Source: an optimization exercise on an open RTL-to-GDS flow (aim: small area, a short achievable clock period and few clock cycles per item). Production flows keep margins and buffers that such runs may drop.
At most, simulation tests tie the RTL to the original design; equivalence was not proved.
For runs 8 and 9, only the layout was checked, not whether the RTL still works.
Power and IR drop assume default switching activity.

==> design.v <==
module mx_block_sequencer #(
  parameter int BLOCK_SIZE = 32,
  parameter int DATA_W     = 32,
  parameter int EXP_W      = 8
) (
  input  logic                          clk,
  input  logic                          rst,
  input  logic                          in_valid,
  output logic                          in_ready,
  input  logic [DATA_W-1:0]             in_data,
  input  logic                          flush,
  output logic                          out_valid,
  input  logic                          out_ready,
  output logic [DATA_W-1:0]             out_data,
  output logic [EXP_W-1:0]              out_scale,
  output logic                          out_last,
  output logic [$clog2(BLOCK_SIZE)-1:0] out_idx
);
  localparam int IDX_W = $clog2(BLOCK_SIZE);
  localparam int NS    = BLOCK_SIZE + 1;
  localparam int SW    = $clog2(NS);
  logic [NS-1:0][DATA_W-1:0] ring_q;
  logic [NS-1:0]             occ_q;
  logic [IDX_W-1:0] c_cnt_q, c_cnt_d;
  logic [EXP_W-1:0] c_max_q, c_max_d;
  logic             first_q;               
  logic [SW-1:0]    wdist_q, wdist_d;
  logic             p_vld_q, p_vld_d, p2_vld_q, p2_vld_d;
  logic [IDX_W-1:0] p_rem_q, p_rem_d;      
  logic [EXP_W-1:0] p_scale_q, p_scale_d, p2_scale_q, p2_scale_d;
  logic [IDX_W-1:0] rem_q, rem_d;          
  logic [SW-1:0]    rdist_q, rdist_d;
  logic              ov_q, olast_q;
  logic [DATA_W-1:0] od_q;
  logic [EXP_W-1:0]  os_q, e_scale_q;
  logic [IDX_W-1:0]  oi_q, oi_d, nb;
  logic              ir_q, ir_d;
  logic              wsel_q;               
  logic              nx_ok_q, nx_ok_d;     
  logic              nx_rd_q, nx_rd_d;     
  logic             acc, ftk, close, load, rd, start, last_rd;
  logic             ok_l, rd_l, ok_n, rd_n;
  logic [EXP_W-1:0] e_in, e_eff, new_max, p_scale_e, p2_scale_e;
  logic [IDX_W-1:0] rem_now;
  assign in_ready  = ir_q;
  assign out_valid = ov_q;
  assign out_data  = od_q;
  assign out_scale = os_q;
  assign out_last  = olast_q;
  assign out_idx   = oi_q;
  assign acc     = in_valid & ir_q;
  assign ftk     = flush & ir_q;
  assign e_in    = in_data[DATA_W-2 -: EXP_W];
  assign new_max = (acc && e_in > c_max_q) ? e_in : c_max_q;
  assign e_eff   = (e_in == '0) ? EXP_W'(1) : e_in;
  assign p_scale_e  = (first_q & ~p2_vld_q) ? c_max_q : p_scale_q;
  assign p2_scale_e = first_q ? c_max_q : p2_scale_q;
  assign close   = (acc && c_cnt_q == IDX_W'(BLOCK_SIZE - 1)) || (ftk && (acc || c_cnt_q != '0));
  assign load    = nx_ok_q & (~ov_q | out_ready);
  assign rd      = load & nx_rd_q;
  assign start   = load & olast_q;
  assign nb      = oi_q + IDX_W'(1);
  assign oi_d    = (oi_q & ~{IDX_W{load}}) | (nb & {IDX_W{load}});
  assign rem_now = olast_q ? p_rem_q : rem_q - IDX_W'(1);
  assign last_rd = rd & (rem_now == '0);
  always_comb begin
    c_cnt_d = c_cnt_q;
    c_max_d = first_q ? (acc ? e_eff : EXP_W'(1)) : new_max;
    wdist_d = (wdist_q == '0) ? SW'(NS - 1) : wdist_q - SW'(1);
    if (close) begin
      c_cnt_d = '0;
      wdist_d = {1'b0, ~c_cnt_q};
    end else if (acc) begin
      c_cnt_d = c_cnt_q + IDX_W'(1);
      wdist_d = '0;
    end
    p_vld_d    = p_vld_q;
    p_rem_d    = p_rem_q;
    p_scale_d  = p_scale_e;
    p2_vld_d   = p2_vld_q;
    p2_scale_d = p2_scale_e;
    if (start) begin
      if (p2_vld_q) begin
        p_rem_d   = '0;
        p_scale_d = p2_scale_e;
        p2_vld_d  = 1'b0;
      end else if (close) begin
        p_rem_d   = c_cnt_q + IDX_W'(acc) - IDX_W'(1);
      end else begin
        p_vld_d = 1'b0;
      end
    end else if (close) begin
      if (p_vld_q) begin
        p2_vld_d   = 1'b1;
      end else begin
        p_vld_d   = 1'b1;
        p_rem_d   = c_cnt_q + IDX_W'(acc) - IDX_W'(1);
      end
    end
    rem_d   = rem_q;
    rdist_d = (rdist_q == '0) ? SW'(NS - 1) : rdist_q - SW'(1);
    if (rd) begin
      rem_d   = rem_now;
      rdist_d = last_rd ? {1'b0, ~nb} : '0;
    end
    if (olast_q) begin
      ok_l = 1'b1;                             
      rd_l = p_rem_q != '0;
    end else if (nb == IDX_W'(BLOCK_SIZE - 1)) begin
      ok_l = p_vld_d & (nx_rd_q | (rdist_q == SW'(1)));
      rd_l = 1'b1;
    end else begin
      ok_l = 1'b1;                             
      rd_l = nx_rd_q & (rem_q != IDX_W'(1));
    end
    if (olast_q) begin
      ok_n = p_vld_d & (rdist_q == SW'(1));
      rd_n = 1'b1;
    end else begin
      ok_n = ~nx_rd_q | (rdist_q == SW'(1));
      rd_n = nx_rd_q;
    end
    nx_ok_d = load ? ok_l : ok_n;
    nx_rd_d = load ? rd_l : rd_n;
    ir_d = ~p2_vld_d & (close ? (c_cnt_q == IDX_W'(BLOCK_SIZE - 1)) : (acc | (wdist_q == SW'(1))))
         & (~occ_q[1] | rd);
  end
  always_ff @(posedge clk) begin
    for (int i = 0; i < NS - 1; i++)
      ring_q[i] <= ring_q[i+1];
    ring_q[NS-1] <= wsel_q ? in_data : ring_q[0];
    wsel_q       <= ir_d;
    od_q <= (od_q & ~{DATA_W{load}}) | (ring_q[1] & {DATA_W{nx_rd_q & load}});
    e_scale_q <= start ? p_scale_e : e_scale_q;
    os_q      <= rst ? '0 : start ? p_scale_e : e_scale_q;
    c_max_q    <= c_max_d;
    p_rem_q    <= p_rem_d;
    p_scale_q  <= p_scale_d;
    p2_scale_q <= p2_scale_d;
    rem_q      <= rem_d;
    if (rst) begin
      occ_q    <= '0;
      c_cnt_q  <= '0;
      c_max_q  <= EXP_W'(1);
      first_q  <= 1'b0;
      wdist_q  <= SW'(1);
      p_vld_q  <= 1'b0;
      p2_vld_q <= 1'b0;
      rdist_q  <= '0;
      ov_q     <= 1'b0;
      oi_q     <= IDX_W'(BLOCK_SIZE - 1);
      olast_q  <= 1'b1;
      ir_q     <= 1'b0;
      nx_ok_q  <= 1'b0;
      nx_rd_q  <= 1'b1;
    end else begin
      occ_q    <= {occ_q[0] | acc, occ_q[NS-1:2], occ_q[1] & ~rd};
      c_cnt_q  <= c_cnt_d;
      first_q  <= close;
      wdist_q  <= wdist_d;
      p_vld_q  <= p_vld_d;
      p2_vld_q <= p2_vld_d;
      rdist_q  <= rdist_d;
      ov_q     <= load | (ov_q & ~out_ready);
      oi_q     <= oi_d;
      olast_q  <= oi_d == IDX_W'(BLOCK_SIZE - 1);
      ir_q     <= ir_d;
      nx_ok_q  <= nx_ok_d;
      nx_rd_q  <= nx_rd_d;
    end
  end
endmodule
==> run.sh <==
#!/bin/bash
# synth_recipe.tcl (not shown) runs the flow's synth.tcl, then flattens the netlist and writes it again
# the make line also repeats each setting of config.mk as NAME=value (left out here)
make -C /OpenROAD-flow-scripts/flow DESIGN_CONFIG=/design/flow/config.mk WORK_HOME=/design/flow/orfs CLKGATE_MAP_FILE= SYNTH_SCRIPT=/design/flow/synth_recipe.tcl finish
==> config.mk <==
export PLATFORM = sky130hd
export DESIGN_NAME = mx_block_sequencer
export DESIGN_NICKNAME = mx_block_sequencer
export VERILOG_FILES = /design/flow/design.v
export SDC_FILE = /design/flow/constraint.sdc
export NUM_CORES = 4
export LEC_CHECK = 0
export CAP_MARGIN = 20
export CORE_MARGIN = 2
export CORE_UTILIZATION = 50
export CTS_BUF_LIST = sky130_fd_sc_hd__clkbuf_8
export CTS_CLUSTER_DIAMETER = 60
export CTS_CLUSTER_SIZE = 20
export PLACE_DENSITY = 0.6
export SETUP_SLACK_MARGIN = 3.2
export SLEW_MARGIN = 20
==> constraint.sdc <==
create_clock -name core_clock -period 5.0 [get_ports {clk}]
set_input_delay 1.0000 -clock core_clock [delete_from_list [all_inputs] [get_ports {clk}]]
set_output_delay 1.0000 -clock core_clock [all_outputs]
set_load 0.01 [all_outputs]
==> results.cfg, run 1 <==
[outcome]
outcome = complete, no violations

[timing]
skew_ns = 0.0388
setup_viol = 0
fmax_ghz = 0.460
slew_headroom = 0.561
worst_pin_slew_ns = 0.659
hold_slack_ns = 0.318
tns_ns = 0
finalCriticalPeriod_ns = 2.17
drv_slew = 0
finalCritPeriodShare = 0.435
finalHoldViolCount = 0
rsz0062_at_grt = true

[route]
totalWireLength_um = 37700
dr.pass1.iters = 5
first_iter_violations = 566
routed_via_density = 4.50
route.detailed.drc = 0
ant_nets = 0
wl_per_cell_um = 14.8
dr_total_vias = 11500

[clocking]
cts_sinks = 1202
cts_buffers = 72
ctsLongestPathBuffers = 3
root_buffer = clkbuf_8
cts_tree = built
clock_latency_ns = 0.68
htreeDepth = 3
clk_pin_slew_worst_paths_ns = 0.11

[setup_path]
cp_slowest_cell = dfxtp_4
cp_slowest_stage_delay_ns = 0.40
critPathArrivalTime_ns = 1.17
start_kind = register
crit_chain = buf_6
worstSetupPathType = reg -> out
endpoint_kind = output port
path_delay_family = flip-flops
cp.buffers_inverters = 1
crit_fanout = 2
required_ns = 4.00

[floorplan]
core_area_sq_um = 53900
ios = 85
dieArea_sq_um = 56400
die_h_um = 238
die_x_um = 238
row_count = 85
start_util = 0.506

[logic_synthesis]
syn_inst = 1663
yosysTopAreaCellShare = 0.875
muxShareOfSynthArea = 0.0188
ys_top_cells_by_area = dfxtp_1, mux2_2, edfxtp_1, a22o_1, ha_1
synth_compound_area_frac = 0.0356
yosysMostFrequentCell = dfxtp_1
synth_top_area_cell = dfxtp_1
synth_cell_types = 56
postSynthAreaPerCell_sq_um = 16.4
synthXorXnorAreaFrac = 0.00642
yosys.area_share.simple = 0.0333
synth_top_family_by_area = compound AO/OA/AOI/OAI gates
syn-cell-area_sq_um = 27300
synth-seq-cells = 1202
syn_nets = 1722
yosysSeqAreaShare = 0.886
synth_warnings = 1
synthTopCellsByCount = dfxtp_1, mux2_2, nor2b_1, a21oi_1
synth_edf_count = 10
postSynth.asyncResetShare = 0
synth_ff_type = dfxtp_1
synth_fa_ha_area_frac = 0.0101

[place]
place_area_sq_um = 29000
io_buffers = 84
gp_congestion = 0.836
dpl.hpwl_um = 19700

[grt]
antenna_found_initial = 2
grt_max_degree = 51
first_global_vias = 11400
grt_use_total = 0.136
overflow = 0
grt_pass1_wl_um = 60500

[finish]
syn_to_final_growth_pct = 13.9
final_area_sq_um = 31100
nets = 1896
postLayoutCoreUtil = 0.576
drive_gt1_frac = 0.207
nFillCells = 4172

[power]
pwr_density_cell_nw_per_um2 = 599
leakage_nw = 12.6
peakVddDrop_v = 0.000322

[min_path]
worstHoldPathType = reg -> reg

[job]
cap_violations = 0
==> stage by stage <==
step	worst slack, ns	power (mW)	instances
after global routing	2.73	19.6	2549
final	2.83	18.6	2549
after global placement	1.68	14.5	2406
after detailed placement	1.60	14.5	2406
after floorplan	2.52	13.9	1663
after CTS	2.74	18.8	2543
==> area by class of cell <==
type,count,area [sq um],share of cell area
clock inverter,14,125,0.00403
inverter,27,106,0.00342
sequential,1202,24300,0.781
antenna,1,2.50,0.0000805
tap,696,871,0.0280
multi-input combinational,400,3400,0.109
clock buffer,75,1030,0.0332
timing repair buffer,134,1260,0.0406
==> power by group <==
| part | total (mW) | leakage [nW] | switching [mW] | internal, mW |
|---|---|---|---|---|
| registers | 13.3 | 9.99 | 0.841 | 12.5 |
| clock network | 4.10 | 0.598 | 2.66 | 1.45 |
| logic | 1.14 | 1.97 | 0.524 | 0.620 |
| total | 18.6 | 12.6 | 4.02 | 14.6 |
==> cells by family after synthesis <==
family,Yosys count
DFF,1202
xor gates and xnor gates,20
adders and majority gates,22
and+or+nand+nor,167
buffers and inverters,65
AOI/OAI and AO/OA,141
muxes,46
==> registers in the layout, indices dropped and copies added (netlist names), 6 cells and up <==
signal / count
ring_q: 1056
occ_q: 33
od_q: 32
c_max_q: 8
e_scale_q: 8
os_q: 8
p2_scale_q: 8
p_scale_q: 8
rdist_q: 6
wdist_q: 6
==> cells in the final DEF, fill, tap and decap left out, drive strengths merged, types with 6 or more instances in the layout <==
cell type,instances
clkdlybuf4s50,25
ha,22
dfxtp,1192
nor4,7
inv,32
o21ai,19
nor2b,40
o22ai,13
o21a,9
xnor2,10
nand2,33
and3,6
buf,107
nand2b,8
nor3,22
clkbuf,75
a22o,32
a21oi,37
edfxtp,10
xor2,10
mux2,41
nor2,28
==> path summary, 6_finish.rpt <==
| kind | startpoint | depth (start not counted) | to | slack (ns) |
|---|---|---|---|---|
| max | olast_q$_SDFF_PP1_ | 1 | out_last | 2.83 |
| min reg2reg | ring_q[283]$_DFF_P_ | 0 | ring_q[251]$_DFF_P_ | 0.32 |
| max reg2reg | c_max_q[2]$_SDFFE_PP0P_ | 6 | c_max_q[4]$_SDFFE_PP0P_ | 3.08 |
| min | ring_q[283]$_DFF_P_ | 0 | ring_q[251]$_DFF_P_ | 0.32 |
==> repair_timing <==
action / CTS / global route
gates resized for setup: 401 / 34
hold buffers: 0 / 0
setup buffers: 45 / 4
setup endpoints to repair: 153 / 103
cloned: 3 / 1
pin swaps: 29 / 22
==> layer usage <==
layer  vias to the layer above  share of wire  GRT usage  wire (um)
met5                         -              0          0          0
met4                         0          0.036     0.0585       1350
met3                        95          0.055     0.0404       2070
met2                       188           0.41      0.191      15400
met1                      5497           0.50      0.195      18900
li1                       5697              -          -          -
Testbench counts, summed over its fixed seeds: cycles 16,656, items 16,384.
==> inputs of run 2 (changes only) <==
--- a/config.mk
+++ b/config.mk
@@ -7,10 +7,10 @@
 export LEC_CHECK = 0
 export CAP_MARGIN = 20
 export CORE_MARGIN = 2
-export CORE_UTILIZATION = 50
+export CORE_UTILIZATION = 80
 export CTS_BUF_LIST = sky130_fd_sc_hd__clkbuf_8
 export CTS_CLUSTER_DIAMETER = 60
 export CTS_CLUSTER_SIZE = 20
-export PLACE_DENSITY = 0.6
-export SETUP_SLACK_MARGIN = 3.2
+export PLACE_DENSITY = 0.88
+export SETUP_SLACK_MARGIN = 3.0
 export SLEW_MARGIN = 20
==> run 2 against run 1 <==
  * The flow now stops in clock tree synthesis (4_1_cts)
  * Area after synthesis stayed put
  * Synthesized cell count stayed put
==> results.cfg, run 2 <==
[outcome]
haltStage = clock tree synthesis (4_1_cts)
error_line = [ERROR DPL-0033] detailed placement checks failed during check placement.
outcome = aborted with a tool error

[logic_synthesis]
syn_inst = 1663
synth_ff_type = dfxtp_1
postSynth.asyncResetShare = 0
yosysMostFrequentCell = dfxtp_1
synthTopCellsByCount = dfxtp_1, mux2_2, nor2b_1, a21oi_1
yosysSeqAreaShare = 0.886
syn_nets = 1722
postSynthAreaPerCell_sq_um = 16.4
ys_top_cells_by_area = dfxtp_1, mux2_2, edfxtp_1, a22o_1, ha_1
synth_cell_types = 56
yosysTopAreaCellShare = 0.875
synth_top_area_cell = dfxtp_1
synth-seq-cells = 1202
syn-cell-area_sq_um = 27300
synth_edf_count = 10
synth_warnings = 1

[clocking]
cts_sinks = 1202
hold_buffers = 0
cts_setup_buffers = 53
htreeDepth = 3
cts_buffers = 70
ctsLongestPathBuffers = 3
ctsResizeCount = 395
root_buffer = clkbuf_8

[floorplan]
start_util = 0.813
ios = 85
row_count = 67
die_x_um = 189
die_h_um = 189

[place]
place_area_sq_um = 28600
placed_cells = 2160
io_buffers = 84
dpl.hpwl_um = 31200
gp_congestion = 0.821
dp_slack_ns = 1.53
run 2: logic make-up after synthesis:
group	count (synthesis)	synth area share
AO/OA/AOI/OAI	141	0.0356
XOR/XNOR	20	0.00642
adder cells (fa/ha/maj)	22	0.0101
buffers and inverters	65	0.00968
flip-flops	1202	0.886
multiplexers	46	0.0188
AND/OR/NAND/NOR	167	0.0333
run 2: how the worst max path moves through the flow:
stage / cells after the start / slack, ns / endpoint
2_1_floorplan: 7 / 2.52 / c_max_q[2]$_SDFFE_PP0P_
3_5_place_dp: 6 / 1.53 / rdist_q[3]$_SDFF_PP0_
3_3_place_gp: 8 / 1.71 / c_max_q[7]$_SDFFE_PP0P_
run 2: power groups by stage:
stage          registers (mW)  logic, mW  clock network (mW)
3_5_place_dp             13.8       1.07                   0
3_3_place_gp             13.5      0.933                   0
2_1_floorplan            13.2      0.693                   0
==> inputs of run 3 (changes only) <==
--- a/config.mk
+++ b/config.mk
@@ -7,10 +7,10 @@
 export LEC_CHECK = 0
 export CAP_MARGIN = 20
 export CORE_MARGIN = 2
-export CORE_UTILIZATION = 80
+export CORE_UTILIZATION = 72
 export CTS_BUF_LIST = sky130_fd_sc_hd__clkbuf_8
 export CTS_CLUSTER_DIAMETER = 60
 export CTS_CLUSTER_SIZE = 20
-export PLACE_DENSITY = 0.88
+export PLACE_DENSITY = 0.82
 export SETUP_SLACK_MARGIN = 3.0
 export SLEW_MARGIN = 20
==> run 3 against run 2 <==
  * The run now finishes clean
  * Area after synthesis stayed put
  * Synthesized cell count stayed put
==> results.cfg, run 3 <==
[outcome]
outcome = complete, no violations

[finish]
seq_area_sq_um = 24200
final_cell_mix = dfxtp_1, clkbuf_8, buf_4, buf_6, dfxtp_2
nFillCells = 1806
largest_reg_flops = 1056
antenna_cells = 0
final_common_cell = dfxtp_1
largest_register = ring_q
nets = 1899
final_area_sq_um = 30600
syn_to_final_growth_pct = 12.2
top_regs = ring_q x1056, occ_q x33, od_q x32
drive_gt1_frac = 0.182
finalNonFillerCells = 2361
multi_input_area_sq_um = 3230

[grt]
antenna_found_initial = 0
grt_pass1_wl_um = 67100
grt_max_degree = 46
overflow = 0
grt_use_total = 0.225
first_global_vias = 12300

[setup_path]
reg2reg_setup_slack_ns = 2.96
crit_fanout = 2
required_ns = 4.00
start_kind = register
ff2ff_path_depth = 7
cp_slowest_stage_delay_ns = 0.38
critPathArrivalTime_ns = 1.16
crit-reg2reg-capture = p_rem_q[1]$_DFFE_PP_
crit_chain = buf_6
endpoint_kind = output port
path_delay_family = flip-flops
cp_slowest_cell = dfxtp_4
worstSetupPathType = reg -> out
r2r-start = c_cnt_q[0]$_SDFFE_PP0P_
cp.buffers_inverters = 1

[floorplan]
row_count = 71
die_x_um = 199
ios = 85
start_util = 0.727
dieArea_sq_um = 39400
die_h_um = 199
core_area_sq_um = 37500

[logic_synthesis]
yosysTopAreaCellShare = 0.875
syn_nets = 1722
synth_edf_count = 10
synth_cell_types = 56
syn-cell-area_sq_um = 27300
yosysMostFrequentCell = dfxtp_1
yosysSeqAreaShare = 0.886
syn_inst = 1663
synth-seq-cells = 1202
ys_top_cells_by_area = dfxtp_1, mux2_2, edfxtp_1, a22o_1, ha_1
synthTopCellsByCount = dfxtp_1, mux2_2, nor2b_1, a21oi_1
postSynth.asyncResetShare = 0
postSynthAreaPerCell_sq_um = 16.4
synth_ff_type = dfxtp_1
synth_warnings = 1
synth_top_area_cell = dfxtp_1

[power]
clkPwrFrac = 0.216
power.total_mw = 18.7
peakVddDrop_v = 0.000574
pwr_density_cell_nw_per_um2 = 611
p_comb_frac = 0.061
leakage_nw = 12.5
power.internal_mw = 14.5
p_sw_mw = 4.21
p_seq_frac = 0.722
p_sw_frac = 0.225

[route]
dr.pass1.iters = 5
routed_via_density = 4.96
dr_total_vias = 11700
route.detailed.drc = 0
wl_per_cell_um = 18.4
ant_nets = 0
first_iter_violations = 426
totalWireLength_um = 43500

[place]
placed_cells = 2223
io_buffers = 84
dpl.hpwl_um = 22300
gp_congestion = 0.820
place_area_sq_um = 28700

[timing]
fmax_ghz = 0.462
skew_ns = 0.0306
setup_viol = 0
worst_pin_slew_ns = 1.12
drv_slew = 0
finalCriticalPeriod_ns = 2.16
finalHoldViolCount = 0
slew_headroom = 0.251
rsz0062_at_grt = true
hold_slack_ns = 0.317
tns_ns = 0
finalCritPeriodShare = 0.433

[clocking]
cts_buffers = 70
cts_sinks = 1202
clk_pin_slew_worst_paths_ns = 0.11
htreeDepth = 3
root_buffer = clkbuf_8
ctsLongestPathBuffers = 3
cts_tree = built
clock_latency_ns = 0.67

[min_path]
hold_depth = 0
worstHoldPathType = reg -> reg
min_from = ring_q[340]$_DFF_P_
hold_path_end = ring_q[308]$_DFF_P_

[job]
cap_violations = 0
[run 3: stage by stage]
stage,utilization,setup slack (ns)
final,0.816,2.84
after global routing,0.816,2.79
after CTS,0.808,2.79
after detailed placement,0.766,1.53
after global placement,0.766,1.65
after floorplan,-,2.52
[run 3: power by group through the flow]
stage	registers [mW]	logic [mW]	clock network (mW)
finish	13.5	1.14	4.05
global placement	13.5	0.926	0
floorplan	13.2	0.693	0
global route	13.8	1.24	4.46
CTS	13.5	1.06	4.13
detailed placement	13.6	0.972	0
[run 3: kinds of logic after synthesis]
group,after synthesis,share of synthesized area
flip-flops,1202,0.886
AND/OR/NAND/NOR,167,0.0333
AO/OA/AOI/OAI,141,0.0356
buffers and inverters,65,0.00968
multiplexers,46,0.0188
adder cells (fa/ha/maj),22,0.0101
XOR/XNOR,20,0.00642
[run 3: how the worst max path moves through the flow]
stage                                   from                       to  slack (ns)  cells after the start
final                     olast_q$_SDFF_PP1_                 out_last        2.84                      1
after global routing      olast_q$_SDFF_PP1_                 out_last        2.79                      1
after CTS                 olast_q$_SDFF_PP1_                 out_last        2.79                      1
after global placement           in_data[23]  c_max_q[7]$_SDFFE_PP0P_        1.65                      8
after detailed placement         in_data[23]  c_max_q[7]$_SDFFE_PP0P_        1.53                      8
after floorplan                  in_data[28]  c_max_q[2]$_SDFFE_PP0P_        2.52                      7
[run 3: per-layer routing]
layer | vias to the layer above | global-route usage | routed length, um
met3 | 82 | 0.0505 | 1840
li1 | 5695 | - | -
met2 | 231 | 0.374 | 21400
met1 | 5713 | 0.294 | 19200
met5 | - | 0 | 0
met4 | 0 | 0.0774 | 1090
[run 3: timing repair]
action                                  4_1_cts  5_1_grt
hold buffers                                  0        0
setup buffers                                32       19
cloned                                        4        1
gates resized for setup                     342       44
endpoints found under the setup margin       81      108
pin swaps                                    13       20
[run 3: final cells by class]
class,count,share of cell area
Clock buffer,71,0.0319
Clock inverter,11,0.00380
Inverter,27,0.00339
Multi-Input combinational cell,401,0.106
Sequential cell,1202,0.792
Tap cell,511,0.0209
Timing Repair Buffer,138,0.0419
[run 3: worst register-to-register path, stage by stage, from the launching register on]
cell	delay, ns
dfxtp_2	0.39
ha_1	0.20
and3_1	0.21
ha_2	0.22
a21oi_2	0.09
a211o_1	0.26
buf_4	0.16
o22ai_4	0.21
==> inputs of run 4 (changes only) <==
--- a/config.mk
+++ b/config.mk
@@ -7,10 +7,10 @@
 export LEC_CHECK = 0
 export CAP_MARGIN = 20
 export CORE_MARGIN = 2
-export CORE_UTILIZATION = 72
+export CORE_UTILIZATION = 65
 export CTS_BUF_LIST = sky130_fd_sc_hd__clkbuf_8
 export CTS_CLUSTER_DIAMETER = 60
 export CTS_CLUSTER_SIZE = 20
-export PLACE_DENSITY = 0.82
+export PLACE_DENSITY = 0.75
 export SETUP_SLACK_MARGIN = 3.0
 export SLEW_MARGIN = 20
==> run 4 against run 3 <==
  * Still clean on timing, DRC and antenna
  * Critical path depth is the same
  * Combinational power shrank 9%
  * Synthesized cell count is the same
  * Wire length shrank 15%
  * Sequential power is essentially flat
  * Area after synthesis is the same
  * First-iteration DRC count grew 35%
==> results.cfg, run 4 <==
[route]
dr_total_vias = 11200
dr.pass1.iters = 4
routed_via_density = 4.70
totalWireLength_um = 36800
wl_per_cell_um = 15.5
first_iter_violations = 577
ant_nets = 0
route.detailed.drc = 0

[clocking]
cts_sinks = 1202
htreeDepth = 3
clock_latency_ns = 0.66
root_buffer = clkbuf_8
clk_pin_slew_worst_paths_ns = 0.11
cts_buffers = 70
cts_tree = built
ctsLongestPathBuffers = 3
hold_buffers = 0

[grt]
grtUsageMet1 = 0.256
grt_use_total = 0.173
first_global_vias = 11300
top_usage_layer = met1
grt_use_met2 = 0.244
grt_pass1_wl_um = 59400
grt_max_degree = 66
antenna_found_initial = 0
met3_usage = 0.0421
overflow = 0

[power]
p_sw_frac = 0.215
leakage_nw = 12.4
p_comb_frac = 0.057
p_seq_frac = 0.728
power.internal_mw = 14.4
clkPwrFrac = 0.215
p_sw_mw = 3.95
power.total_mw = 18.4
peakVddDrop_v = 0.000357
pwr_density_cell_nw_per_um2 = 605

[place]
dp_slack_ns = 1.53
place_area_sq_um = 28700
io_buffers = 84
gp_congestion = 0.791
placed_cells = 2250
dpl.hpwl_um = 19700

[logic_synthesis]
synthTopCellsByCount = dfxtp_1, mux2_2, nor2b_1, a21oi_1
syn_inst = 1663
ys_top_cells_by_area = dfxtp_1, mux2_2, edfxtp_1, a22o_1, ha_1
yosysMostFrequentCell = dfxtp_1
syn_nets = 1722
synth_warnings = 1
syn-cell-area_sq_um = 27300
synth_cell_types = 56
synth-seq-cells = 1202
synth_edf_count = 10
postSynthAreaPerCell_sq_um = 16.4
postSynth.asyncResetShare = 0
yosysSeqAreaShare = 0.886
synth_ff_type = dfxtp_1
yosysTopAreaCellShare = 0.875
synth_top_area_cell = dfxtp_1

[setup_path]
endpoint_kind = output port
worstSetupPathType = reg -> out
cp_slowest_stage_delay_ns = 0.38
required_ns = 4.00
cp_slowest_cell = dfxtp_4
start_kind = register
startpoint = olast_q$_SDFF_PP1_
crit_fanout = 2
path_delay_family = flip-flops
crit_chain = buf_6
r2r-start = c_max_q[1]$_SDFFE_PP0P_
critPathArrivalTime_ns = 1.15
cp.buffers_inverters = 1

[min_path]
min_from = ring_q[467]$_DFF_P_
worstHoldPathType = reg -> reg

[floorplan]
die_h_um = 209
dieArea_sq_um = 43600
core_area_sq_um = 41700
ios = 85
row_count = 75
start_util = 0.654
die_x_um = 209

[timing]
rsz0062_at_grt = true
finalHoldViolCount = 0
setup_viol = 0
slew_headroom = 0.287
skew_ns = 0.0309
drv_slew = 0
tns_ns = 0
finalCriticalPeriod_ns = 2.15
setup_slack_ns = 2.85
finalCritPeriodShare = 0.431
worst_pin_slew_ns = 1.07
fmax_ghz = 0.464
hold_slack_ns = 0.304

[finish]
syn_to_final_growth_pct = 11.3
largest_register = ring_q
postLayoutCoreUtil = 0.729
finalNonFillerCells = 2372
nFillCells = 2555
final_area_sq_um = 30400
multi_input_area_sq_um = 3140
largest_reg_flops = 1056
final_cell_mix = dfxtp_1, clkbuf_8, dfxtp_2, buf_6, mux2_2
drive_gt1_frac = 0.174
final_common_cell = dfxtp_1
nets = 1881
top_regs = ring_q x1056, occ_q x33, od_q x32
seq_area_sq_um = 24300

[outcome]
outcome = complete, no violations

[job]
cap_violations = 0
-- run 4: cell types whose count changed in the layout (fill, tap and decap cells not counted), moves of 3 or more --
cell / previous run / this run
buf_4: 48 / 35
dfxtp_1: 1142 / 1138
dfxtp_2: 43 / 46
buf_12: 3 / 0
-- run 4: power by group through the flow --
| stage | sequential (mW) | combinational [mW] | clock (mW) |
|---|---|---|---|
| finish | 13.4 | 1.04 | 3.96 |
| global route | 13.7 | 1.15 | 4.40 |
| CTS | 13.4 | 1.02 | 4.08 |
| detailed placement | 13.6 | 0.962 | 0 |
| global placement | 13.5 | 0.927 | 0 |
| floorplan | 13.2 | 0.693 | 0 |
-- run 4: layout make-up --
type / count / area share
sequential: 1202 / 0.799
multi-input combinational: 399 / 0.103
timing repair buffer: 122 / 0.0371
clock buffer: 73 / 0.0331
tap: 539 / 0.0222
inverter: 27 / 0.00342
clock inverter: 9 / 0.00198
antenna: 1 / 0.0000824
-- run 4: cells by family after synthesis --
kind of cell / Yosys count / share of synthesized area
fa+ha+maj: 22 / 0.0101
simple gates: 167 / 0.0333
xor+xnor: 20 / 0.00642
compound gates: 141 / 0.0356
mux: 46 / 0.0188
buf+inv: 65 / 0.00968
flops: 1202 / 0.886
-- run 4: repair_timing --
| action | in CTS | in global routing |
|---|---|---|
| setup buffers | 24 | 12 |
| pin swaps | 12 | 11 |
| gates resized for setup | 341 | 36 |
| gates cloned | 3 | 0 |
| endpoints found under the setup margin | 104 | 124 |
| hold endpoints to repair | 0 | 0 |
-- run 4: path summary, 6_finish.rpt --
check | endpoint | cells past startpoint | slack (ns)
worst max-delay path | out_last | 1 | 2.85
worst min-delay path | ring_q[435]$_DFF_P_ | 0 | 0.30
worst max register to register | c_max_q[2]$_SDFFE_PP0P_ | 8 | 3.02
worst min register to register | ring_q[435]$_DFF_P_ | 0 | 0.30
-- run 4: metal layers --
metal  up-vias  share of wire
met3        79          0.052
met1      5236           0.51
met5         -              0
li1       5651              -
met4         0          0.029
met2       190           0.41
==> inputs of run 5 (changes only) <==
==> flow/run.sh (new file) <==
#!/bin/bash
# Standard layout (the standard.sh, unchanged synthesis) with clock tree synthesis told not
# to add dummy loads. Each tool's output goes to a log of its own here and under orfs/logs.
set -euo pipefail
export CTS_ARGS="-sink_clustering_enable -repair_clock_nets -sink_clustering_size 20 -sink_clustering_max_diameter 60 -buf_list sky130_fd_sc_hd__clkbuf_8 -dont_use_dummy_load"
bash standard.sh > standard_flow.log 2>&1
==> standard.sh (new file) <==
#!/bin/bash
# synth_recipe.tcl (not shown) runs the flow's synth.tcl, then flattens the netlist and writes it again
# the make line also repeats each setting of config.mk as NAME=value (left out here)
make -C /OpenROAD-flow-scripts/flow DESIGN_CONFIG=/design/flow/config.mk WORK_HOME=/design/flow/orfs CLKGATE_MAP_FILE= SYNTH_SCRIPT=/design/flow/synth_recipe.tcl "${@:-finish}"
removed: run.sh
==> run 5 against run 4 <==
  * First-iteration DRC count decreased by 3.5%
  * Non-clock buffer count is 6 higher
  * Sequential share of layout area is essentially flat
  * Count of clock-buffer cells in the layout shrank 3
  * Power shrank 0.62%
  * Highest routed layer unchanged
  * Largest power group unchanged
  * Cell area barely moved
  * Via count up 0.20%
  * Wire length rose by 1.1%
==> results.cfg, run 5 <==
[outcome]
outcome = complete, no violations

[clocking]
cts_tree = built
cts_sinks = 1202
ctsLongestPathBuffers = 3
clk_pin_slew_worst_paths_ns = 0.11
hold_buffers = 0
cts_buffers = 70
root_buffer = clkbuf_8
htreeDepth = 3
clock_latency_ns = 0.64

[timing]
skew_ns = 0.0404
worst_pin_slew_ns = 1.09
finalCriticalPeriod_ns = 2.14
fmax_ghz = 0.468
rsz0062_at_grt = true
finalHoldViolCount = 0
tns_ns = 0
drv_slew = 0
slew_headroom = 0.275
finalCritPeriodShare = 0.427
setup_slack_ns = 2.86
setup_viol = 0

[setup_path]
cp_slowest_stage_delay_ns = 0.38
crit_fanout = 2
critPathArrivalTime_ns = 1.14
crit_chain = buf_6
required_ns = 4.00
reg2reg_setup_slack_ns = 2.98
cp.buffers_inverters = 1
start_kind = register
cp_slowest_cell = dfxtp_4
path_delay_family = flip-flops
cp.depth = 1
worstSetupPathType = reg -> out
endpoint_kind = output port
ff2ff_path_depth = 7

[floorplan]
row_count = 75
die_x_um = 209
dieArea_sq_um = 43600
ios = 85
start_util = 0.654
core_area_sq_um = 41700
die_h_um = 209

[route]
dr.pass1.iters = 4
route.detailed.drc = 0
wl_per_cell_um = 15.7
totalWireLength_um = 37200
ant_nets = 0
dr_total_vias = 11200
first_iter_violations = 557
routed_via_density = 4.72

[logic_synthesis]
syn_inst = 1663
yosysSeqAreaShare = 0.886
synth_edf_count = 10
yosysMostFrequentCell = dfxtp_1
synth_cell_types = 56
ys_top_cells_by_area = dfxtp_1, mux2_2, edfxtp_1, a22o_1, ha_1
postSynthAreaPerCell_sq_um = 16.4
synth_ff_type = dfxtp_1
syn-cell-area_sq_um = 27300
synth-seq-cells = 1202
synth_top_area_cell = dfxtp_1
synthTopCellsByCount = dfxtp_1, mux2_2, nor2b_1, a21oi_1
postSynth.asyncResetShare = 0
synth_warnings = 1
syn_nets = 1722
yosysTopAreaCellShare = 0.875

[finish]
nets = 1888
antenna_cells = 0
drive_gt1_frac = 0.175
final_common_cell = dfxtp_1
syn_to_final_growth_pct = 11.4
largest_register = ring_q
largest_reg_flops = 1056
final_cell_mix = dfxtp_1, clkbuf_8, buf_6, dfxtp_2, buf_4
top_regs = ring_q x1056, occ_q x33, od_q x32

[grt]
grt_pass1_wl_um = 60000
grt_max_degree = 66
antenna_found_initial = 0
grt_use_total = 0.174
first_global_vias = 11300
overflow = 0

[place]
gp_congestion = 0.791
dp_slack_ns = 1.53
io_buffers = 84
dpl.hpwl_um = 19700

[job]
cap_violations = 0

[min_path]
hold_depth = 0
worstHoldPathType = reg -> reg

[power]
clkPwrFrac = 0.210
pwr_density_cell_nw_per_um2 = 601
p_seq_frac = 0.733
peakVddDrop_v = 0.000358
p_comb_frac = 0.058
p_sw_frac = 0.214
leakage_nw = 12.4
power.internal_mw = 14.4
power.total_mw = 18.3
p_sw_mw = 3.90
run 5: stage by stage:
stage | util | instance area, sq um | hold slack [ns] | instances
after CTS | 0.724 | 30200 | 0.294 | 2355
after floorplan | - | 27400 | 0.310 | 1663
final | 0.729 | 30400 | 0.297 | 2366
after global routing | 0.729 | 30400 | 0.301 | 2366
after global placement | 0.690 | 28700 | 0.310 | 2250
after detailed placement | 0.690 | 28700 | 0.312 | 2250
run 5: worst paths after layout:
kind,start,end
max,olast_q$_SDFF_PP1_,out_last
min,ring_q[467]$_DFF_P_,ring_q[435]$_DFF_P_
max reg2reg,c_max_q[3]$_SDFFE_PP0P_,c_max_q[4]$_SDFFE_PP0P_
min reg2reg,ring_q[467]$_DFF_P_,ring_q[435]$_DFF_P_
run 5: what timing repair did:
| item | 4_1_cts | 5_1_grt |
|---|---|---|
| gates resized for setup | 359 | 44 |
| endpoints found under the setup margin | 120 | 100 |
| buffers inserted | 31 | 11 |
| pin swaps | 19 | 19 |
| gates cloned | 4 | 0 |
run 5: area by class of cell:
type	count	area (sq um)
well taps	539	674
clock buffers	70	963
fillers	2552	11300
flip-flops and latches	1202	24300
multi-input cells	400	3170
inverters	27	109
repair buffers	128	1210
run 5: cell families (layout without fill, tap and decap cells):
kind of cell               Yosys count  after routing  share of synthesized area
AOI/OAI and AO/OA                  141            141                     0.0356
xor gates and xnor gates            20             20                    0.00642
adders and majority gates           22             22                     0.0101
buffers and inverters               65            225                    0.00968
DFF                               1202           1202                      0.886
muxes                               46             46                     0.0188
and+or+nand+nor                    167            171                     0.0333
run 5: power groups by stage:
stage	clock (mW)	combinational (mW)	sequential, mW
4_1_cts	3.94	1.03	13.4
6_report	3.83	1.06	13.4
3_3_place_gp	0	0.927	13.5
5_1_grt	4.26	1.16	13.7
3_5_place_dp	0	0.962	13.6
2_1_floorplan	0	0.693	13.2
run 5: routing by layer:
metal  part of all wire  track usage  vias up
met4              0.022       0.0608        0
met2               0.42        0.253      172
met1               0.51        0.259     5284
li1                   -            -     5655
met3              0.054       0.0398       67
met5                  0            0        -
==> inputs of run 6 (changes only) <==
--- a/flow/run.sh
+++ b/flow/run.sh
@@ -3,4 +3,5 @@
 # to add dummy loads. Each tool's output goes to a log of its own here and under orfs/logs.
 set -euo pipefail
 export CTS_ARGS="-sink_clustering_enable -repair_clock_nets -sink_clustering_size 20 -sink_clustering_max_diameter 60 -buf_list sky130_fd_sc_hd__clkbuf_8 -dont_use_dummy_load"
+export BUFFER_PORTS_ARGS="-buffer_cell sky130_fd_sc_hd__buf_2"
 bash standard.sh > standard_flow.log 2>&1
==> run 6 against run 5 <==
  * Worst setup slack better by 0.017 ns
  * Area after synthesis is the same
  * Power about the same
  * Register-to-register slack improved by 0.05 ns
  * Cell count fell by 0.46%
  * Worst hold slack got worse by 0.00081 ns
  * Wire length shrank 1.3%
  * Count of clock-buffer cells in the layout increased by 1
  * Fmax is 0.78% higher
  * Critical endpoint is now out_idx[1]
==> results.cfg, run 6 <==
[route]
wl_per_cell_um = 15.6
dr_total_vias = 11200
totalWireLength_um = 36700
ant_nets = 0
first_iter_violations = 483
routed_via_density = 4.76
route.detailed.drc = 0
dr.pass1.iters = 5

[place]
io_buffers = 84
dpl.hpwl_um = 19700
gp_congestion = 0.763
place_area_sq_um = 28300

[grt]
antenna_found_initial = 2
grt_max_degree = 66
first_global_vias = 11500
grt_use_total = 0.171
overflow = 0
grt_pass1_wl_um = 59100

[clocking]
clock_latency_ns = 0.64
cts_sinks = 1202
ctsLongestPathBuffers = 3
hold_buffers = 0
root_buffer = clkbuf_8
cts_buffers = 71
clk_pin_slew_worst_paths_ns = 0.11
htreeDepth = 3
cts_tree = built

[logic_synthesis]
synth_edf_count = 10
yosysTopAreaCellShare = 0.875
ys_top_cells_by_area = dfxtp_1, mux2_2, edfxtp_1, a22o_1, ha_1
synth_ff_type = dfxtp_1
yosysSeqAreaShare = 0.886
synthXorXnorAreaFrac = 0.00642
syn_inst = 1663
synth_fa_ha_area_frac = 0.0101
synth-seq-cells = 1202
syn_nets = 1722
syn-cell-area_sq_um = 27300
synth_compound_area_frac = 0.0356
yosysMostFrequentCell = dfxtp_1
muxShareOfSynthArea = 0.0188
postSynth.asyncResetShare = 0
synth_warnings = 1
yosys.area_share.simple = 0.0333
synth_cell_types = 56
synth_top_area_cell = dfxtp_1
postSynthAreaPerCell_sq_um = 16.4
synthTopCellsByCount = dfxtp_1, mux2_2, nor2b_1, a21oi_1
synth_top_family_by_area = compound AO/OA/AOI/OAI gates

[setup_path]
crit-reg2reg-capture = c_max_q[4]$_SDFFE_PP0P_
crit_chain = buf_6
cp.depth = 1
crit_fanout = 2
r2r-start = c_max_q[1]$_SDFFE_PP0P_
endpoint_kind = output port
cp_slowest_cell = dfxtp_4
required_ns = 4.00
critPathArrivalTime_ns = 1.12
start_kind = register
reg2reg_setup_slack_ns = 3.03
worstSetupPathType = reg -> out
ff2ff_path_depth = 10
cp.buffers_inverters = 1
path_delay_family = flip-flops
cp_slowest_stage_delay_ns = 0.37

[finish]
largest_reg_flops = 1056
drive_gt1_frac = 0.183
syn_to_final_growth_pct = 10.6
final_area_sq_um = 30100
top_regs = ring_q x1056, occ_q x33, od_q x32
final_cell_mix = dfxtp_1, clkbuf_8, buf_6, dfxtp_2, mux2_2
largest_register = ring_q
final_common_cell = dfxtp_1
nets = 1876

[floorplan]
dieArea_sq_um = 43600
die_x_um = 209
core_area_sq_um = 41700
die_h_um = 209
row_count = 75
ios = 85
start_util = 0.654

[job]
cap_violations = 0

[timing]
finalCritPeriodShare = 0.424
drv_slew = 0
rsz0062_at_grt = true
finalCriticalPeriod_ns = 2.12
worst_pin_slew_ns = 1.10
slew_headroom = 0.267
tns_ns = 0
finalHoldViolCount = 0
fmax_ghz = 0.472
hold_slack_ns = 0.296
skew_ns = 0.0393
setup_viol = 0

[min_path]
worstHoldPathType = reg -> reg
hold_depth = 0
min_from = ring_q[660]$_DFF_P_
hold_path_end = ring_q[628]$_DFF_P_

[power]
leakage_nw = 12.3
pwr_density_cell_nw_per_um2 = 606
peakVddDrop_v = 0.000344

[outcome]
outcome = complete, no violations
## run 6: kinds of logic (layout without fill, tap and decap cells)
family                   Yosys count  in the layout
multiplexers                      46             46
AO/OA/AOI/OAI                    141            143
adder cells (fa/ha/maj)           22             22
other                              0              1
buffers and inverters             65            214
flip-flops                      1202           1202
XOR/XNOR                          20             20
AND/OR/NAND/NOR                  167            168
## run 6: metrics by stage
stage                     power [mW]  worst slack (ns)  utilization  instances
after detailed placement        14.5              1.92        0.680       2249
after global placement          14.4              2.02        0.680       2249
after global routing            19.1              2.82        0.724       2355
after floorplan                 13.9              2.52            -       1663
final                           18.3              2.88        0.724       2355
after CTS                       18.4              2.79        0.717       2346
## run 6: worst register-to-register path: cells and delay by family (launching register included)
family / cells / cell delay (ns)
compound gates: 4 / 0.60
simple gates: 1 / 0.13
flops: 1 / 0.38
buf+inv: 4 / 0.49
fa+ha+maj: 1 / 0.26
## run 6: repair_timing
item                       in CTS  in global routing
gates cloned                    2                  1
pin swaps                       7                 17
buffers inserted               24                  7
gates resized for setup       110                 51
setup endpoints to repair      79                 88
## run 6: how the worst max path moves through the flow
stage,from,end
6_report,oi_q[1]$_SDFF_PP1_,out_idx[1]
5_1_grt,oi_q[1]$_SDFF_PP1_,out_idx[1]
4_1_cts,olast_q$_SDFF_PP1_,out_last
3_5_place_dp,in_data[26],c_max_q[7]$_SDFFE_PP0P_
3_3_place_gp,in_data[24],c_max_q[7]$_SDFFE_PP0P_
2_1_floorplan,in_data[28],c_max_q[2]$_SDFFE_PP0P_
## run 6: layer usage
metal,wire length [um],track usage,vias up
li1,-,-,5642
met3,1730,0.0386,65
met4,823,0.0680,0
met1,18700,0.250,5319
met2,15500,0.251,191
met5,0,0,-
## run 6: report_power, final
part | switching (mW) | internal [mW]
registers | 0.877 | 12.5
logic | 0.482 | 0.564
clock network | 2.55 | 1.29
## run 6: layout make-up
type	instances	area (sq um)
flip-flops and latches	1202	24300
fillers	2599	11500
multi-input cells	399	3180
clock buffers	71	977
repair buffers	116	950
well taps	539	674
inverters	27	106
diodes	1	2.50
==> inputs of run 7 (changes only) <==
--- a/config.mk
+++ b/config.mk
@@ -12,5 +12,5 @@
 export CTS_CLUSTER_DIAMETER = 60
 export CTS_CLUSTER_SIZE = 20
 export PLACE_DENSITY = 0.75
-export SETUP_SLACK_MARGIN = 3.0
+export SETUP_SLACK_MARGIN = 3.2
 export SLEW_MARGIN = 20
==> run 7 against run 6 <==
  * Fmax shrank 1.2%
  * Flip-flop and latch count unchanged
  * Cell count is 0.30% higher
  * Clock skew up 0.036 ns
  * Non-clock buffer count increased by 7
  * Critical path depth did not move
  * Largest cell class unchanged
  * Sequential power about the same
  * Cell area rose by 0.68%
  * Via count is 0.68% higher
  * Register-to-register slack about the same
  * Critical path type unchanged
==> results.cfg, run 7 <==
[power]
power.internal_mw = 14.4
p_sw_frac = 0.214
p_sw_mw = 3.92
p_comb_frac = 0.059
leakage_nw = 12.4
p_seq_frac = 0.732
peakVddDrop_v = 0.000495
clkPwrFrac = 0.208
pwr_density_cell_nw_per_um2 = 603

[floorplan]
die_x_um = 209
row_count = 75
start_util = 0.654
dieArea_sq_um = 43600
die_h_um = 209
core_area_sq_um = 41700
ios = 85

[finish]
largest_reg_flops = 1056
final_area_sq_um = 30400
nFillCells = 2533
top_regs = ring_q x1056, occ_q x33, od_q x32
drive_gt1_frac = 0.198
final_common_cell = dfxtp_1
syn_to_final_growth_pct = 11.3
final_cell_mix = dfxtp_1, clkbuf_8, buf_6, dfxtp_2, mux2_2
nets = 1883
largest_register = ring_q

[logic_synthesis]
yosysMostFrequentCell = dfxtp_1
synth_top_family_by_area = compound AO/OA/AOI/OAI gates
syn-cell-area_sq_um = 27300
muxShareOfSynthArea = 0.0188
synth_warnings = 1
postSynthAreaPerCell_sq_um = 16.4
postSynth.asyncResetShare = 0
synth_compound_area_frac = 0.0356
yosysSeqAreaShare = 0.886
syn_inst = 1663
yosysTopAreaCellShare = 0.875
synthTopCellsByCount = dfxtp_1, mux2_2, nor2b_1, a21oi_1
yosys.area_share.simple = 0.0333
synth-seq-cells = 1202
synth_edf_count = 10
synth_fa_ha_area_frac = 0.0101
synth_cell_types = 56
ys_top_cells_by_area = dfxtp_1, mux2_2, edfxtp_1, a22o_1, ha_1
synth_top_area_cell = dfxtp_1
syn_nets = 1722
synthXorXnorAreaFrac = 0.00642
synth_ff_type = dfxtp_1

[job]
cap_violations = 0

[setup_path]
critPathArrivalTime_ns = 1.15
worstSetupPathType = reg -> out
path_delay_family = flip-flops
cp_slowest_stage_delay_ns = 0.37
required_ns = 4.00
start_kind = register
crit_fanout = 2
endpoint_kind = output port
cp.buffers_inverters = 1
cp_slowest_cell = dfxtp_4
crit_chain = buf_6

[timing]
slew_headroom = 0.503
drv_slew = 0
rsz0062_at_grt = true
worst_pin_slew_ns = 0.746
finalCritPeriodShare = 0.429
skew_ns = 0.0757
setup_viol = 0
finalCriticalPeriod_ns = 2.15
finalHoldViolCount = 0
tns_ns = 0
fmax_ghz = 0.466

[route]
routed_via_density = 4.78
totalWireLength_um = 37200
ant_nets = 0
route.detailed.drc = 0
dr_total_vias = 11300
wl_per_cell_um = 15.7
dr.pass1.iters = 4
first_iter_violations = 629

[clocking]
htreeDepth = 3
ctsLongestPathBuffers = 3
clk_pin_slew_worst_paths_ns = 0.12
root_buffer = clkbuf_8
cts_sinks = 1202
cts_tree = built
cts_buffers = 70
clock_latency_ns = 0.65

[outcome]
outcome = complete, no violations

[grt]
first_global_vias = 11500
antenna_found_initial = 0
overflow = 0
grt_pass1_wl_um = 59800
grt_use_total = 0.173
grt_max_degree = 47

[min_path]
worstHoldPathType = reg -> reg

[place]
gp_congestion = 0.776
io_buffers = 84
place_area_sq_um = 28400
dpl.hpwl_um = 20000
run 7: cell counts after synthesis:
Identical to the previous run, type by type.
run 7: power groups by stage:
| stage | Sequential, mW | Combinational [mW] | Clock [mW] |
|---|---|---|---|
| 5_1_grt | 13.7 | 1.20 | 4.27 |
| 4_1_cts | 13.4 | 1.03 | 3.94 |
| 2_1_floorplan | 13.2 | 0.720 | 0 |
| 3_3_place_gp | 13.5 | 0.888 | 0 |
| 3_5_place_dp | 13.6 | 0.913 | 0 |
| 6_report | 13.4 | 1.09 | 3.81 |
run 7: path summary, 6_finish.rpt:
kind | cells after the start | to | start | slack [ns]
max reg2reg | 7 | c_max_q[6]$_SDFFE_PP0P_ | c_max_q[5]$_SDFFE_PP0P_ | 3.04
min reg2reg | 0 | ring_q[188]$_DFF_P_ | ring_q[220]$_DFF_P_ | 0.28
min | 0 | ring_q[188]$_DFF_P_ | ring_q[220]$_DFF_P_ | 0.28
max | 1 | out_last | olast_q$_SDFF_PP1_ | 2.85
run 7: area by class of cell:
class	instances	area, sq um	area share
Clock buffer	70	963	0.0317
Inverter	27	106	0.00350
Sequential cell	1202	24300	0.799
Multi-Input combinational cell	400	3320	0.110
Tap cell	539	674	0.0222
Timing Repair Buffer	123	1020	0.0336
Antenna cell	1	2.50	0.0000824
run 7: logic make-up (layout without fill, tap and decap cells):
| kind of cell | Yosys count | count (layout) |
|---|---|---|
| compound gates | 141 | 143 |
| xor+xnor | 20 | 20 |
| fa+ha+maj | 22 | 22 |
| buf+inv | 65 | 220 |
| flops | 1202 | 1202 |
| mux | 46 | 46 |
| other cells | 0 | 1 |
| simple gates | 167 | 169 |
run 7: per-layer routing:
| metal | part of all wire | up-vias | global-route usage | routed length, um |
|---|---|---|---|---|
| li1 | - | 5648 | - | - |
| met1 | 0.51 | 5416 | 0.256 | 18900 |
| met2 | 0.43 | 160 | 0.253 | 15900 |
| met3 | 0.039 | 69 | 0.0364 | 1430 |
| met4 | 0.025 | 0 | 0.0690 | 926 |
| met5 | 0 | - | 0 | 0 |
run 7: timing repair:
item | in CTS | in global routing
pin swaps | 22 | 15
resized for setup | 137 | 47
setup endpoints to repair | 106 | 87
gates cloned | 4 | 0
hold buffers | 0 | 0
setup buffers | 23 | 14
run 7: stage by stage:
stage               setup slack [ns]  hold WS, ns  power [mW]  utilization  cells
detailed placement              1.93        0.312        14.5        0.681   2250
floorplan                       2.52        0.310        13.9            -   1663
global route                    2.80        0.280        19.1        0.728   2361
global placement                1.95        0.310        14.4        0.681   2250
finish                          2.85        0.279        18.3        0.729   2362
CTS                             2.80        0.273        18.4        0.721   2347
==> inputs of run 8 (changes only) <==
--- a/design.v
+++ b/design.v
@@ -20,15 +20,15 @@
   localparam int NS    = BLOCK_SIZE + 1;
   localparam int SW    = $clog2(NS);
   logic [NS-1:0][DATA_W-1:0] ring_q;
-  logic [NS-1:0]             occ_q;
   logic [IDX_W-1:0] c_cnt_q, c_cnt_d;
   logic [EXP_W-1:0] c_max_q, c_max_d;
   logic             first_q;               
   logic [SW-1:0]    wdist_q, wdist_d;
   logic             p_vld_q, p_vld_d, p2_vld_q, p2_vld_d;
   logic [IDX_W-1:0] p_rem_q, p_rem_d;      
-  logic [EXP_W-1:0] p_scale_q, p_scale_d, p2_scale_q, p2_scale_d;
+  logic [EXP_W-1:0] p_scale_q, p_scale_d;
   logic [IDX_W-1:0] rem_q, rem_d;          
+  logic             efull_q, efull_d;      
   logic [SW-1:0]    rdist_q, rdist_d;
   logic              ov_q, olast_q;
   logic [DATA_W-1:0] od_q;
@@ -39,8 +39,8 @@
   logic              nx_ok_q, nx_ok_d;     
   logic              nx_rd_q, nx_rd_d;     
   logic             acc, ftk, close, load, rd, start, last_rd;
-  logic             ok_l, rd_l, ok_n, rd_n;
-  logic [EXP_W-1:0] e_in, e_eff, new_max, p_scale_e, p2_scale_e;
+  logic             ok_l, rd_l, ok_n, rd_n, occ_n;
+  logic [EXP_W-1:0] e_in, e_eff, new_max, p_scale_e;
   logic [IDX_W-1:0] rem_now;
   assign in_ready  = ir_q;
   assign out_valid = ov_q;
@@ -54,7 +54,6 @@
   assign new_max = (acc && e_in > c_max_q) ? e_in : c_max_q;
   assign e_eff   = (e_in == '0) ? EXP_W'(1) : e_in;
   assign p_scale_e  = (first_q & ~p2_vld_q) ? c_max_q : p_scale_q;
-  assign p2_scale_e = first_q ? c_max_q : p2_scale_q;
   assign close   = (acc && c_cnt_q == IDX_W'(BLOCK_SIZE - 1)) || (ftk && (acc || c_cnt_q != '0));
   assign load    = nx_ok_q & (~ov_q | out_ready);
   assign rd      = load & nx_rd_q;
@@ -65,7 +64,12 @@
   assign last_rd = rd & (rem_now == '0);
   always_comb begin
     c_cnt_d = c_cnt_q;
-    c_max_d = first_q ? (acc ? e_eff : EXP_W'(1)) : new_max;
+    if (p2_vld_q)
+      c_max_d = start ? EXP_W'(1) : c_max_q;
+    else if (first_q)
+      c_max_d = acc ? e_eff : EXP_W'(1);
+    else
+      c_max_d = new_max;
     wdist_d = (wdist_q == '0) ? SW'(NS - 1) : wdist_q - SW'(1);
     if (close) begin
       c_cnt_d = '0;
@@ -78,11 +82,10 @@
     p_rem_d    = p_rem_q;
     p_scale_d  = p_scale_e;
     p2_vld_d   = p2_vld_q;
-    p2_scale_d = p2_scale_e;
     if (start) begin
       if (p2_vld_q) begin
         p_rem_d   = '0;
-        p_scale_d = p2_scale_e;
+        p_scale_d = c_max_q;
         p2_vld_d  = 1'b0;
       end else if (close) begin
         p_rem_d   = c_cnt_q + IDX_W'(acc) - IDX_W'(1);
@@ -122,8 +125,13 @@
     end
     nx_ok_d = load ? ok_l : ok_n;
     nx_rd_d = load ? rd_l : rd_n;
+    efull_d = start ? (p_rem_q == IDX_W'(BLOCK_SIZE - 1)) : efull_q;
+    if (p_vld_d)
+      occ_n = (c_cnt_d == IDX_W'(1)) | ((c_cnt_d == '0) & efull_d & (rem_d != '0));
+    else
+      occ_n = (rem_d != '0) & (c_cnt_d != '0) & (c_cnt_d == oi_d + IDX_W'(2));
     ir_d = ~p2_vld_d & (close ? (c_cnt_q == IDX_W'(BLOCK_SIZE - 1)) : (acc | (wdist_q == SW'(1))))
-         & (~occ_q[1] | rd);
+         & ~occ_n;
   end
   always_ff @(posedge clk) begin
     for (int i = 0; i < NS - 1; i++)
@@ -136,10 +144,8 @@
     c_max_q    <= c_max_d;
     p_rem_q    <= p_rem_d;
     p_scale_q  <= p_scale_d;
-    p2_scale_q <= p2_scale_d;
-    rem_q      <= rem_d;
+    efull_q    <= efull_d;
     if (rst) begin
-      occ_q    <= '0;
       c_cnt_q  <= '0;
       c_max_q  <= EXP_W'(1);
       first_q  <= 1'b0;
@@ -151,10 +157,10 @@
       oi_q     <= IDX_W'(BLOCK_SIZE - 1);
       olast_q  <= 1'b1;
       ir_q     <= 1'b0;
+      rem_q    <= '0;
       nx_ok_q  <= 1'b0;
       nx_rd_q  <= 1'b1;
     end else begin
-      occ_q    <= {occ_q[0] | acc, occ_q[NS-1:2], occ_q[1] & ~rd};
       c_cnt_q  <= c_cnt_d;
       first_q  <= close;
       wdist_q  <= wdist_d;
@@ -165,6 +171,7 @@
       oi_q     <= oi_d;
       olast_q  <= oi_d == IDX_W'(BLOCK_SIZE - 1);
       ir_q     <= ir_d;
+      rem_q    <= rem_d;
       nx_ok_q  <= nx_ok_d;
       nx_rd_q  <= nx_rd_d;
     end
--- a/config.mk
+++ b/config.mk
@@ -12,5 +12,5 @@
 export CTS_CLUSTER_DIAMETER = 60
 export CTS_CLUSTER_SIZE = 20
 export PLACE_DENSITY = 0.75
-export SETUP_SLACK_MARGIN = 3.2
+export SETUP_SLACK_MARGIN = 3.0
 export SLEW_MARGIN = 20
==> run 8 against run 7 <==
  * Still clean on timing, DRC and antenna
  * First-iteration DRC count decreased by 12%
  * Area after synthesis fell by 2.6%
  * Fmax fell by 14%
  * Non-clock buffer count is 2 higher
  * Cell area shrank 2.9%
  * Worst setup slack got worse by 0.34 ns
  * Die area decreased by 2.6%
  * Sequential share of layout area fell by 0.57 points
  * Flip-flop and latch count is 40 lower
  * Wire length down 3.4%
  * Global-route usage rose by 0.086 points
  * Critical path type is now in -> reg
  * Highest routed layer is now met5
==> results.cfg, run 8 <==
[outcome]
outcome = complete, no violations

[timing]
rsz0062_at_grt = true
fmax_ghz = 0.402
finalHoldViolCount = 0
setup_slack_ns = 2.52
tns_ns = 0
finalCritPeriodShare = 0.497
drv_slew = 0
hold_slack_ns = 0.304
finalCriticalPeriod_ns = 2.48
worst_pin_slew_ns = 1.01
skew_ns = 0.0619
slew_headroom = 0.327
setup_viol = 0

[place]
place_area_sq_um = 27600
dp_slack_ns = 1.05
gp_congestion = 0.795
io_buffers = 84
dpl.hpwl_um = 19400

[setup_path]
crit-reg2reg-capture = ir_q$_SDFF_PP0_
r2r-start = c_cnt_q[1]$_SDFF_PP0_
crit_fanout = 6
cp_slowest_cell = or3_4
reg2reg_setup_slack_ns = 2.55
worstSetupPathType = in -> reg
path_delay_family = simple AND/OR/NAND/NOR gates
startpoint = out_ready
cp.depth = 11
cp_slowest_stage_delay_ns = 0.41
endpoint_kind = register
start_kind = primary input
cp.buffers_inverters = 1
crit_chain = buf_2 > nor2b_4 > nor2_4 > nand2_1 > xnor2_2 > ha_4 > xor2_1 > nand3_1 > or3_4 > o31ai_4 > a211oi_2
critPathArrivalTime_ns = 2.91
required_ns = 5.42
ff2ff_path_depth = 10
cp-endpoint = ir_q$_SDFF_PP0_

[logic_synthesis]
syn_nets = 1758
synth_warnings = 1
postSynth.asyncResetShare = 0
synth_ff_type = dfxtp_1
synthTopCellsByCount = dfxtp_1, nand2_1, nand3_1, nor2_1, a21oi_1
synth_edf_count = 5
yosysSeqAreaShare = 0.878
ys_top_cells_by_area = dfxtp_1, nand2_1, mux2_2, ha_1, nand3_1
yosysTopAreaCellShare = 0.872
postSynthAreaPerCell_sq_um = 15.6
syn_inst = 1697
synth-seq-cells = 1162
synth_cell_types = 64
syn-cell-area_sq_um = 26600
synth_top_area_cell = dfxtp_1
yosysMostFrequentCell = dfxtp_1

[floorplan]
dieArea_sq_um = 42500
row_count = 74
die_x_um = 206
ios = 85
start_util = 0.655
die_h_um = 206
core_area_sq_um = 40600

[grt]
grt_max_degree = 54
overflow = 0
antenna_found_initial = 1
grt_use_total = 0.174
grt_pass1_wl_um = 57500
first_global_vias = 11300

[job]
cap_violations = 0

[power]
leakage_nw = 12.2
pwr_density_cell_nw_per_um2 = 623
power.total_mw = 18.4
peakVddDrop_v = 0.000408

[clocking]
clk_pin_slew_worst_paths_ns = 0.11
htreeDepth = 3
hold_buffers = 0
root_buffer = clkbuf_8
cts_buffers = 69
cts_sinks = 1162
ctsLongestPathBuffers = 3
clock_latency_ns = 0.64
cts_tree = built

[finish]
nets = 1915
final_common_cell = dfxtp_1
antenna_cells = 0
final_area_sq_um = 29500
top_regs = ring_q x1056, od_q x32
largest_reg_flops = 1056
syn_to_final_growth_pct = 11.0
largest_register = ring_q
drive_gt1_frac = 0.184
final_cell_mix = dfxtp_1, nand2_1, clkbuf_8, dfxtp_2, buf_6

[min_path]
worstHoldPathType = reg -> reg
hold_depth = 0

[route]
route.detailed.drc = 0
dr.pass1.iters = 5
ant_nets = 0
totalWireLength_um = 35900
wl_per_cell_um = 15.1
dr_total_vias = 11200
routed_via_density = 4.72
first_iter_violations = 556
[run 8: cell types whose count changed in the layout (fill, tap and decap cells not counted), sizes merged, moves of 8 or more]
cell,delta
nand2,+74
nand3,+40
dfxtp,-35
a22o,-31
nor2b,-26
nor2,+17
o22ai,-12
o21ai,+10
mux2,-8
[run 8: what timing repair did]
action                     in CTS  in global routing
gates cloned                    2                  0
resized for setup             122                 45
setup endpoints to repair      80                 76
pin swaps                      10                 15
setup buffers                  22                 16
[run 8: area by class of cell]
class                           instances  area, sq um
Clock buffer                           69          950
Inverter                               25          104
Multi-Input combinational cell        471         3310
Timing Repair Buffer                  125         1060
Sequential cell                      1162        23400
Tap cell                              532          666
Fill cell                            2512        11100
[run 8: how the worst min path moves through the flow]
stage               slack [ns]                 start                    to
detailed placement        0.31   ring_q[296]$_DFF_P_   ring_q[264]$_DFF_P_
global placement          0.31    ring_q[93]$_DFF_P_    ring_q[61]$_DFF_P_
finish                    0.30   ring_q[689]$_DFF_P_   ring_q[657]$_DFF_P_
CTS                       0.30   ring_q[920]$_DFF_P_   ring_q[888]$_DFF_P_
global route              0.31   ring_q[689]$_DFF_P_   ring_q[657]$_DFF_P_
floorplan                 0.31  ring_q[1032]$_DFF_P_  ring_q[1000]$_DFF_P_
[run 8: cells by family after synthesis]
group / count (synthesis) / share of synthesized area
xor+xnor: 21 / 0.00744
simple gates: 274 / 0.0492
compound gates: 106 / 0.0246
buf+inv: 65 / 0.0110
fa+ha+maj: 24 / 0.0113
flops: 1162 / 0.878
mux: 45 / 0.0185
[run 8: metal layers]
metal,routed length (um),GRT usage
met3,1760,0.0421
met4,1230,0.0768
met1,17900,0.250
met2,15000,0.253
met5,10,0
[run 8: report_power, final]
part,internal (mW),switching [mW]
Combinational,0.781,0.703
Sequential,12.3,0.915
Clock,1.25,2.46
Total,14.3,4.07
[run 8: per-stage QoR]
step,std cells,utilization
2_1_floorplan,1697,-
3_3_place_gp,2275,0.680
3_5_place_dp,2275,0.680
4_1_cts,2368,0.719
5_1_grt,2384,0.727
6_report,2384,0.727
==> inputs of run 9 (changes only) <==
==> run.sh (new file) <==
#!/bin/bash
# synth_recipe.tcl (not shown) runs the flow's synth.tcl, then flattens the netlist and writes it again
# the make line also repeats each setting of config.mk as NAME=value (left out here)
make -C /OpenROAD-flow-scripts/flow DESIGN_CONFIG=/design/flow/config.mk WORK_HOME=/design/flow/orfs CLKGATE_MAP_FILE= SYNTH_SCRIPT=/design/flow/synth_recipe.tcl finish
removed: flow/run.sh
removed: standard.sh
==> run 9 against run 8 <==
  * Critical endpoint unchanged
  * Largest power group unchanged
  * Still clean on timing, DRC and antenna
  * Largest cell class unchanged
  * Critical path depth decreased by 1
  * Via count increased by 0.77%
  * Clock power increased by 4%
==> results.cfg, run 9 <==
[logic_synthesis]
syn-cell-area_sq_um = 26600
synth_top_area_cell = dfxtp_1
ys_top_cells_by_area = dfxtp_1, nand2_1, mux2_2, ha_1, nand3_1
synth-seq-cells = 1162
yosysSeqAreaShare = 0.878
syn_nets = 1758
synth_edf_count = 5
synth_ff_type = dfxtp_1
syn_inst = 1697
yosysTopAreaCellShare = 0.872

[finish]
seq_area_sq_um = 23400
largest_reg_flops = 1056

[outcome]
outcome = complete, no violations

[timing]
worst_pin_slew_ns = 0.676
finalHoldViolCount = 0
fmax_ghz = 0.411
tns_ns = 0
rsz0062_at_grt = true
drv_slew = 0

[setup_path]
r2r-start = c_cnt_q[1]$_SDFF_PP0_
required_ns = 5.51
crit-reg2reg-capture = ir_q$_SDFF_PP0_
critPathArrivalTime_ns = 2.94
worstSetupPathType = in -> reg
ff2ff_path_depth = 10
endpoint_kind = register

[route]
wl_per_cell_um = 14.9
dr_total_vias = 11300
first_iter_violations = 551
dr.pass1.iters = 4
totalWireLength_um = 36000

[place]
place_area_sq_um = 28000
dp_slack_ns = 1.20
gp_congestion = 0.817

[power]
leakage_nw = 12.4
clkPwrFrac = 0.206
p_sw_mw = 4.15

[job]
cap_violations = 0

[floorplan]
die_x_um = 206
start_util = 0.655
row_count = 74
die_h_um = 206

[clocking]
cts_buffers = 69
cts_tree = built
htreeDepth = 3
clock_latency_ns = 0.65

[min_path]
worstHoldPathType = reg -> reg

[grt]
first_global_vias = 11300
grt_use_total = 0.172
## run 9: cell count changes in the layout (fill, tap and decap cells not counted), sizes merged, moves of 2 or more
cell	delta
dlygate4sd2	+2
clkinvlp	-2
inv	+9
clkdlybuf4s50	+25
buf	-17
clkdlybuf4s15	+5
clkbuf	+5
## run 9: metal layers
| metal | wire [um] | track usage | vias up |
|---|---|---|---|
| met5 | 0 | 0 | - |
| met4 | 968 | 0.0702 | 0 |
| met3 | 1480 | 0.0385 | 69 |
| met2 | 15700 | 0.258 | 177 |
| met1 | 17800 | 0.243 | 5355 |
| li1 | - | - | 5735 |
## run 9: repair_timing
action                                  in CTS  in global routing
buffers inserted                            33                 19
endpoints found under the setup margin      87                 78
hold endpoints to repair                     0                  0
resized for setup                          360                 65
pin swaps                                   22                 24
## run 9: worst max path at each step
stage	from	to	slack, ns	cells past startpoint
2_1_floorplan	out_ready	ir_q$_SDFF_PP0_	2.12	11
3_3_place_gp	out_ready	ir_q$_SDFF_PP0_	1.25	11
3_5_place_dp	out_ready	ir_q$_SDFF_PP0_	1.20	11
4_1_cts	c_cnt_q[1]$_SDFF_PP0_	ir_q$_SDFF_PP0_	2.61	10
5_1_grt	oi_q[1]$_SDFF_PP1_	ir_q$_SDFF_PP0_	2.48	9
6_report	out_ready	ir_q$_SDFF_PP0_	2.56	10
## run 9: cell families (layout without fill, tap and decap cells)
group | after synthesis | in the layout | synth area share
flops | 1162 | 1162 | 0.878
simple gates | 274 | 274 | 0.0492
compound gates | 106 | 106 | 0.0246
buf+inv | 65 | 246 | 0.0110
mux | 45 | 45 | 0.0185
fa+ha+maj | 24 | 24 | 0.0113
xor+xnor | 21 | 21 | 0.00744
other cells | 0 | 1 | 0
## run 9: layout make-up
cell class                      instances  area share
Tap cell                              532      0.0222
Antenna cell                            1   0.0000834
Inverter                               25     0.00321
Sequential cell                      1162       0.780
Multi-Input combinational cell        470       0.115
Clock inverter                          7     0.00179
Timing Repair Buffer                  141      0.0449
Clock buffer                           73      0.0335
## run 9: power by group through the flow
stage,combinational [mW],sequential (mW),clock (mW)
after floorplan,0.854,13.0,0
after global placement,1.30,13.3,0
after detailed placement,1.33,13.4,0
after CTS,1.46,13.2,3.96
after global routing,1.72,13.5,4.28
final,1.57,13.2,3.84
## run 9: critical path, delay by kind of cell
| family | cells | cell delay, ns |
|---|---|---|
| buf+inv | 3 | 0.32 |
| compound gates | 2 | 0.39 |
| xor+xnor | 2 | 0.59 |
| simple gates | 3 | 0.64 |
## run 9: metrics by stage
stage | total power, mW | hold slack (ns)
CTS | 18.7 | 0.311
global route | 19.5 | 0.328
detailed placement | 14.7 | 0.312
finish | 18.6 | 0.310
global placement | 14.6 | 0.310
floorplan | 13.8 | 0.310

Check on run 9: ideal ports give 2.564 ns setup slack; a clkbuf_16 on the clock port and buf_2 on the inputs give 2.577 ns; moving port delays by the midpoint clock arrival (0.677 ns) as well gives 1.900 ns.
